What follows belongs to an exercise in optimizing a design on an open flow for small area; a production flow would make more cautious choices.
RTL that was checked went through simulation tests only; none was proved equivalent to the original.
No activity file was given, so power comes from the tool's default toggle rates.

==> inputs of run M <==
==> flow/design.v (excerpt) <==
module cpu_top (
    input  logic        clk,
    input  logic        rst_n,
    input  logic        run,
    input  logic        prog_we,
    input  logic [5:0]  prog_addr,
    input  logic [31:0] prog_wdata,
    input  logic [15:0] mem_rdata,
    output logic        mem_write,
    output logic        mem_read,
    output logic [15:0] mem_addr,
    output logic [15:0] mem_wdata,
    output logic [5:0]  pc
);
    cpu_core u_core (
        .clk        (clk),
        .rst_n      (rst_n),
        .run        (run),
        .prog_we    (prog_we),
        .prog_addr  (prog_addr),
        .prog_wdata (prog_wdata),
        .mem_rdata  (mem_rdata),
        .mem_write  (mem_write),
        .mem_read   (mem_read),
        .mem_addr   (mem_addr),
        .mem_wdata  (mem_wdata),
        .pc         (pc)
    );
endmodule
==> module instr_decoder, before the edit <==
module instr_decoder (
    input  logic                      run,
    input  logic [cpu_pkg::ENC_W-1:0] w,
    input  logic [3:0]                flags,      
    output logic [2:0]                x_sel,
    output logic [2:0]                y_sel,
    output logic [2:0]                w_sel,
    output logic                      use_x,
    output logic                      use_imm,
    output logic                      sub,
    output logic                      use_carry,
    output logic                      reg_we,
    output logic                      flag_we,
    output logic                      load,
    output logic                      mem_read,
    output logic                      mem_write,
    output logic                      jump
);
    logic c3, single, rest;
    logic is_ldo, is_sto, is_adi, is_ldd, is_ldi, is_std, is_cmi, is_alu, is_mov, is_jmp;
    logic cond;
    assign c3     = w[23] & w[22];
    assign single = c3 & ~w[18];
    assign rest   = c3 & w[18];
    assign is_ldo = ~w[23] & ~w[22];
    assign is_sto = ~w[23] & w[22];
    assign is_adi = w[23] & ~w[22];
    assign is_ldd = single & (w[17:16] == 2'd0);
    assign is_ldi = single & (w[17:16] == 2'd1);
    assign is_std = single & (w[17:16] == 2'd2);
    assign is_cmi = single & (w[17:16] == 2'd3);
    assign is_alu = rest & (w[17:16] == 2'd0);
    assign is_mov = rest & (w[17:16] == 2'd1);
    assign is_jmp = rest & (w[17:16] == 2'd2);
    assign x_sel     = ~c3 ? w[18:16] : (w[18] ? w[2:0] : w[21:19]);
    assign y_sel     = rest ? w[5:3] : w[21:19];
    assign w_sel     = w[21:19];
    assign use_x     = ~(is_ldd | is_ldi | is_std | is_mov);
    assign use_imm   = ~rest;
    assign sub       = is_cmi | (is_alu & w[6]);
    assign use_carry = is_alu & w[7];
    assign load      = is_ldo | is_ldd;
    always_comb begin
        case (w[8:6])
            cpu_pkg::jc_carry: cond = flags[1];
            cpu_pkg::jc_eq:    cond = flags[0];
            cpu_pkg::jc_lt:    cond = flags[2];
            cpu_pkg::jc_le:    cond = flags[2] | flags[0];
            cpu_pkg::jc_ovf:   cond = flags[3];
            default:           cond = 1'b1;
        endcase
    end
    assign reg_we    = run & (is_ldo | is_adi | is_ldd | is_ldi | is_mov | (is_alu & w[8]));
    assign flag_we   = run & (is_adi | is_cmi | is_alu);
    assign mem_read  = run & load;
    assign mem_write = run & (is_sto | is_std);
    assign jump      = run & is_jmp & (cond ^ w[9]);
endmodule
==> module fetch_unit, before the edit <==
module fetch_unit #(
    parameter  int PROG_DEPTH = 64,
    localparam int PC_W       = $clog2(PROG_DEPTH)
) (
    input  logic                     clk,
    input  logic                     run,
    input  logic                     prog_we,
    input  logic [PC_W-1:0]          prog_addr,
    input  logic [31:0]              prog_wdata,
    input  logic [PC_W-1:0]          pc,
    output logic [cpu_pkg::ENC_W-1:0] word
);
    logic [cpu_pkg::ENC_W-1:0] prog_mem [PROG_DEPTH];
    logic [cpu_pkg::ENC_W-1:0] enc;
    logic [PROG_DEPTH-1:0]     sel;
    assign enc = cpu_pkg::encode(prog_wdata);
    always_ff @(posedge clk) begin
        if (prog_we && !run) begin
            prog_mem[prog_addr] <= enc;
        end
    end
    always_comb begin
        for (int i = 0; i < PROG_DEPTH; i++) sel[i] = (pc == PC_W'(i));
    end
    for (genvar b = 0; b < cpu_pkg::ENC_W; b++) begin : g_bit
        logic [PROG_DEPTH-1:0] col;
        for (genvar i = 0; i < PROG_DEPTH; i++) begin : g_w
            assign col[i] = prog_mem[i][b];
        end
        onehot_mux64 u_mux (.sel(sel), .d(col), .y(word[b]));
    end
endmodule
==> module alu, before the edit <==
module alu (
    input  logic                       clk,
    input  logic                       rst_n,
    input  logic [cpu_pkg::DATA_W-1:0] a,
    input  logic [cpu_pkg::DATA_W-1:0] b,
    input  logic                       sub,
    input  logic                       use_carry,
    input  logic                       flag_we,
    output logic [cpu_pkg::DATA_W-1:0] result,
    output logic [3:0]                 flags      
);
    localparam int MSB = cpu_pkg::DATA_W - 1;
    logic [cpu_pkg::DATA_W-1:0] bx;
    logic                       cin;
    logic                       cout;
    logic                       ovf;
    assign bx  = b ^ {cpu_pkg::DATA_W{sub}};
    assign cin = sub ^ (use_carry & flags[1]);
    assign {cout, result} = {1'b0, a} + {1'b0, bx} + {{cpu_pkg::DATA_W{1'b0}}, cin};
    assign ovf = (a[MSB] == bx[MSB]) && (result[MSB] != a[MSB]);
    always_ff @(posedge clk or negedge rst_n) begin
        if (!rst_n) begin
            flags <= '0;
        end else if (flag_we) begin
            flags <= {ovf, result[MSB] ^ ovf, cout ^ sub, result == '0};
        end
    end
endmodule
clock: 12.0 ns
lec_check: 0
cap_margin: 20
core_margin: 2
core_utilization: 45
place_density: 0.6
slew_margin: 20
synth_hierarchical: 1
run.sh (not shown) runs the stock make flow with config.mk's settings and CLKGATE_MAP_FILE= SYNTH_SCRIPT=/design/flow/synth_recipe.tcl, a recipe that flattens the netlist after the stock synthesis.
==> inputs of run K, as changes to run M <==
--- a/flow/design.v
+++ b/flow/design.v
@@ -53,14 +53,14 @@
             op_adi:  encode = {2'b10, tg, fo, imm};
-            op_ldd:  encode = {2'b11, tg, 3'b000, imm};
-            op_ldi:  encode = {2'b11, tg, 3'b001, imm};
-            op_std:  encode = {2'b11, fo, 3'b010, imm};
-            op_cmi:  encode = {2'b11, fo, 3'b011, imm};
-            op_add:  encode = {2'b11, tg, 3'b100, 7'd0, 3'b100, so, fo};
-            op_adc:  encode = {2'b11, tg, 3'b100, 7'd0, 3'b110, so, fo};
-            op_sub:  encode = {2'b11, tg, 3'b100, 7'd0, 3'b101, so, fo};
-            op_suc:  encode = {2'b11, tg, 3'b100, 7'd0, 3'b111, so, fo};
-            op_cmp:  encode = {2'b11, tg, 3'b100, 7'd0, 3'b001, so, fo};
-            op_mov:  encode = {2'b11, tg, 3'b101, 10'd0, fo, 3'd0};
-            op_jmp:  encode = {2'b11, 3'd0, 3'b110, 6'd0, inv, src, imm[5:0]};
-            default: encode = {2'b11, 3'd0, 3'b111, 16'd0};
+            op_ldd:  encode = {2'b11, 3'b000, tg, imm};
+            op_ldi:  encode = {2'b11, 3'b001, tg, imm};
+            op_std:  encode = {2'b11, 3'b010, fo, imm};
+            op_cmi:  encode = {2'b11, 3'b011, fo, imm};
+            op_add:  encode = {2'b11, 3'b100, fo, 7'd0, 3'b100, so, tg};
+            op_adc:  encode = {2'b11, 3'b100, fo, 7'd0, 3'b110, so, tg};
+            op_sub:  encode = {2'b11, 3'b100, fo, 7'd0, 3'b101, so, tg};
+            op_suc:  encode = {2'b11, 3'b100, fo, 7'd0, 3'b111, so, tg};
+            op_cmp:  encode = {2'b11, 3'b100, fo, 7'd0, 3'b001, so, tg};
+            op_mov:  encode = {2'b11, 3'b101, 3'd0, 10'd0, fo, tg};
+            op_jmp:  encode = {2'b11, 3'b110, 3'd0, 6'd0, inv, src, imm[5:0]};
+            default: encode = {2'b11, 3'b111, 19'd0};
         endcase
@@ -90,4 +90,4 @@
     assign c3     = w[23] & w[22];
-    assign single = c3 & ~w[18];
-    assign rest   = c3 & w[18];
+    assign single = c3 & ~w[21];
+    assign rest   = c3 & w[21];
     assign is_ldo = ~w[23] & ~w[22];
@@ -95,12 +95,12 @@
     assign is_adi = w[23] & ~w[22];
-    assign is_ldd = single & (w[17:16] == 2'd0);
-    assign is_ldi = single & (w[17:16] == 2'd1);
-    assign is_std = single & (w[17:16] == 2'd2);
-    assign is_cmi = single & (w[17:16] == 2'd3);
-    assign is_alu = rest & (w[17:16] == 2'd0);
-    assign is_mov = rest & (w[17:16] == 2'd1);
-    assign is_jmp = rest & (w[17:16] == 2'd2);
-    assign x_sel     = ~c3 ? w[18:16] : (w[18] ? w[2:0] : w[21:19]);
-    assign y_sel     = rest ? w[5:3] : w[21:19];
-    assign w_sel     = w[21:19];
+    assign is_ldd = single & (w[20:19] == 2'd0);
+    assign is_ldi = single & (w[20:19] == 2'd1);
+    assign is_std = single & (w[20:19] == 2'd2);
+    assign is_cmi = single & (w[20:19] == 2'd3);
+    assign is_alu = rest & (w[20:19] == 2'd0);
+    assign is_mov = rest & (w[20:19] == 2'd1);
+    assign is_jmp = rest & (w[20:19] == 2'd2);
+    assign x_sel     = w[18:16];
+    assign y_sel     = ~c3 ? w[21:19] : (w[21] ? w[5:3] : w[18:16]);
+    assign w_sel     = ~c3 ? w[21:19] : (w[21] ? w[2:0] : w[18:16]);
     assign use_x     = ~(is_ldd | is_ldi | is_std | is_mov);
@@ -140,11 +140,22 @@
     logic [cpu_pkg::ENC_W-1:0] enc;
-    logic [PROG_DEPTH-1:0]     sel;
+    logic [PROG_DEPTH-1:0]     sel;        
+    logic [PROG_DEPTH-1:0]     row_we;     
+    logic [7:0]                rd_lo, rd_hi, wr_lo, wr_hi;
     assign enc = cpu_pkg::encode(prog_wdata);
-    always_ff @(posedge clk) begin
-        if (prog_we && !run) begin
-            prog_mem[prog_addr] <= enc;
+    always_comb begin
+        for (int i = 0; i < 8; i++) begin
+            rd_lo[i] = (pc[2:0] == 3'(i));
+            rd_hi[i] = (pc[5:3] == 3'(i));
+            wr_lo[i] = prog_we & ~run & (prog_addr[2:0] == 3'(i));
+            wr_hi[i] = (prog_addr[5:3] == 3'(i));
         end
     end
-    always_comb begin
-        for (int i = 0; i < PROG_DEPTH; i++) sel[i] = (pc == PC_W'(i));
+    for (genvar i = 0; i < PROG_DEPTH; i++) begin : g_row
+        and2_drv u_rd (.a(rd_lo[i % 8]), .b(rd_hi[i / 8]), .y(sel[i]));
+        and2_drv u_wr (.a(wr_lo[i % 8]), .b(wr_hi[i / 8]), .y(row_we[i]));
+        always_ff @(posedge clk) begin
+            if (row_we[i]) begin
+                prog_mem[i] <= enc;
+            end
+        end
     end
@@ -188,2 +199,9 @@
 endmodule
+module and2_drv (
+    input  logic a,
+    input  logic b,
+    output logic y
+);
+    assign y = a & b;
+endmodule
 module reg_file (
@@ -243,8 +261,15 @@
     logic [cpu_pkg::DATA_W-1:0] bx;
-    logic                       cin;
-    logic                       cout;
+    logic [4:0]                 bc;       
     logic                       ovf;
-    assign bx  = b ^ {cpu_pkg::DATA_W{sub}};
-    assign cin = sub ^ (use_carry & flags[1]);
-    assign {cout, result} = {1'b0, a} + {1'b0, bx} + {{cpu_pkg::DATA_W{1'b0}}, cin};
+    assign bx    = b ^ {cpu_pkg::DATA_W{sub}};
+    assign bc[0] = sub ^ (use_carry & flags[1]);
+    rca4 u_b0 (.a(a[3:0]), .b(bx[3:0]), .ci(bc[0]), .s(result[3:0]), .co(bc[1]));
+    for (genvar k = 1; k < 4; k++) begin : g_blk
+        logic [3:0] s0, s1;
+        logic       c0, c1;
+        rca4 u_0 (.a(a[4*k+3:4*k]), .b(bx[4*k+3:4*k]), .ci(1'b0), .s(s0), .co(c0));
+        rca4 u_1 (.a(a[4*k+3:4*k]), .b(bx[4*k+3:4*k]), .ci(1'b1), .s(s1), .co(c1));
+        assign result[4*k+3:4*k] = bc[k] ? s1 : s0;
+        assign bc[k+1]           = bc[k] ? c1 : c0;
+    end
     assign ovf = (a[MSB] == bx[MSB]) && (result[MSB] != a[MSB]);
@@ -254,3 +279,3 @@
         end else if (flag_we) begin
-            flags <= {ovf, result[MSB] ^ ovf, cout ^ sub, result == '0};
+            flags <= {ovf, result[MSB] ^ ovf, bc[4] ^ sub, result == '0};
         end
@@ -258,2 +283,26 @@
 endmodule
+module rca4 (
+    input  logic [3:0] a,
+    input  logic [3:0] b,
+    input  logic       ci,
+    output logic [3:0] s,
+    output logic       co
+);
+    logic [4:0] c;
+    assign c[0] = ci;
+    for (genvar i = 0; i < 4; i++) begin : g_fa
+        full_adder u_fa (.a(a[i]), .b(b[i]), .ci(c[i]), .s(s[i]), .co(c[i+1]));
+    end
+    assign co = c[4];
+endmodule
+module full_adder (
+    input  logic a,
+    input  logic b,
+    input  logic ci,
+    output logic s,
+    output logic co
+);
+    assign s  = a ^ b ^ ci;
+    assign co = (a & b) | (a & ci) | (b & ci);
+endmodule
 module cpu_core (
==> flow/flow/run.sh (new file) <==
#!/bin/bash
set -euo pipefail
export CTS_ARGS="-sink_clustering_enable -repair_clock_nets -dont_use_dummy_load -sink_clustering_size 30 -sink_clustering_max_diameter 60"
export BUFFER_PORTS_ARGS="-buffer_cell sky130_fd_sc_hd__buf_2"
bash standard.sh > standard.log 2>&1
==> flow/standard.sh (new file) <==
#!/bin/bash
# synth_recipe.tcl (not shown) runs the flow's synth.tcl, then flattens the netlist and writes it again
# the make line also repeats each setting of config.mk as NAME=value (left out here)
make -C /OpenROAD-flow-scripts/flow DESIGN_CONFIG=/design/flow/config.mk WORK_HOME=/design/flow/orfs CLKGATE_MAP_FILE= SYNTH_SCRIPT=/design/flow/synth_recipe.tcl "${@:-finish}"
CTS_CLUSTER_DIAMETER = 60   (was unset)
CTS_CLUSTER_SIZE = 30   (was unset)
removed: flow/run.sh
==> inputs of run F, as changes to run M <==
--- a/flow/design.v
+++ b/flow/design.v
@@ -243,9 +243,10 @@
     logic [cpu_pkg::DATA_W-1:0] bx;
-    logic                       cin;
-    logic                       cout;
+    logic [cpu_pkg::DATA_W:0]   c;
     logic                       ovf;
-    assign bx  = b ^ {cpu_pkg::DATA_W{sub}};
-    assign cin = sub ^ (use_carry & flags[1]);
-    assign {cout, result} = {1'b0, a} + {1'b0, bx} + {{cpu_pkg::DATA_W{1'b0}}, cin};
-    assign ovf = (a[MSB] == bx[MSB]) && (result[MSB] != a[MSB]);
+    assign bx   = b ^ {cpu_pkg::DATA_W{sub}};
+    assign c[0] = sub ^ (use_carry & flags[1]);
+    for (genvar i = 0; i < cpu_pkg::DATA_W; i++) begin : g_fa
+        full_adder u_fa (.a(a[i]), .b(bx[i]), .ci(c[i]), .s(result[i]), .co(c[i+1]));
+    end
+    assign ovf = c[cpu_pkg::DATA_W] ^ c[MSB];
     always_ff @(posedge clk or negedge rst_n) begin
@@ -254,3 +255,3 @@
         end else if (flag_we) begin
-            flags <= {ovf, result[MSB] ^ ovf, cout ^ sub, result == '0};
+            flags <= {ovf, result[MSB] ^ ovf, c[cpu_pkg::DATA_W] ^ sub, result == '0};
         end
@@ -258,2 +259,12 @@
 endmodule
+module full_adder (
+    input  logic a,
+    input  logic b,
+    input  logic ci,
+    output logic s,
+    output logic co
+);
+    assign s  = a ^ b ^ ci;
+    assign co = (a & b) | (a & ci) | (b & ci);
+endmodule
 module cpu_core (
CTS_CLUSTER_DIAMETER = 60   (was unset)
CTS_CLUSTER_SIZE = 30   (was unset)
==> run notes <==
Run F reached the layout checks and failed them: negative setup slack. Run M produced a clean layout. Run K passed the timing, design-rule and antenna checks.
The highest via count belongs to run F, the lowest to run K.
Against run M, the hold slack of run K is higher by 0.0012 ns.
The highest register-to-register slack belongs to run M, the lowest to run F.
In run F the design area is higher than in run K, by about 7%.
In sequential power, run M and run F hardly differ.
In sequential cell count, run K and run M do not differ.
The lowest maximum frequency belongs to run F, the highest to run K.
First-iteration DRC count: run K < run M < run F.
Clock-buffer cell count: run M is higher than run F (95).
No functional check of the RTL was part of run F.

[port drivers added, routing unchanged]
The flow's constraints put no driver on any port. The routed layouts listed below were extracted and timed again, unchanged, in two steps.
Step 1 assumes that a clkbuf_16 drives the clock port and a buf_2 every other input.
Step 2 also shifts input and output timing later by t, the mid clock arrival at the registers, as if the neighbouring blocks saw the same clock.
a / b / c = ideal ports / drivers / drivers and shift; a / b = the first two.
run	t, ns	setup WS [ns]	worst register clock-pin slew, ns	worst slew at a driven data input, ns
run M	0.849	0.214 / 0.141 / 0.990	0.07 / 0.07	0.06
run K	0.800	0.392 / 0.309 / 1.109	0.11 / 0.11	0.17
run F	0.837	-1.300 / -1.377 / -0.541	0.11 / 0.11	0.04
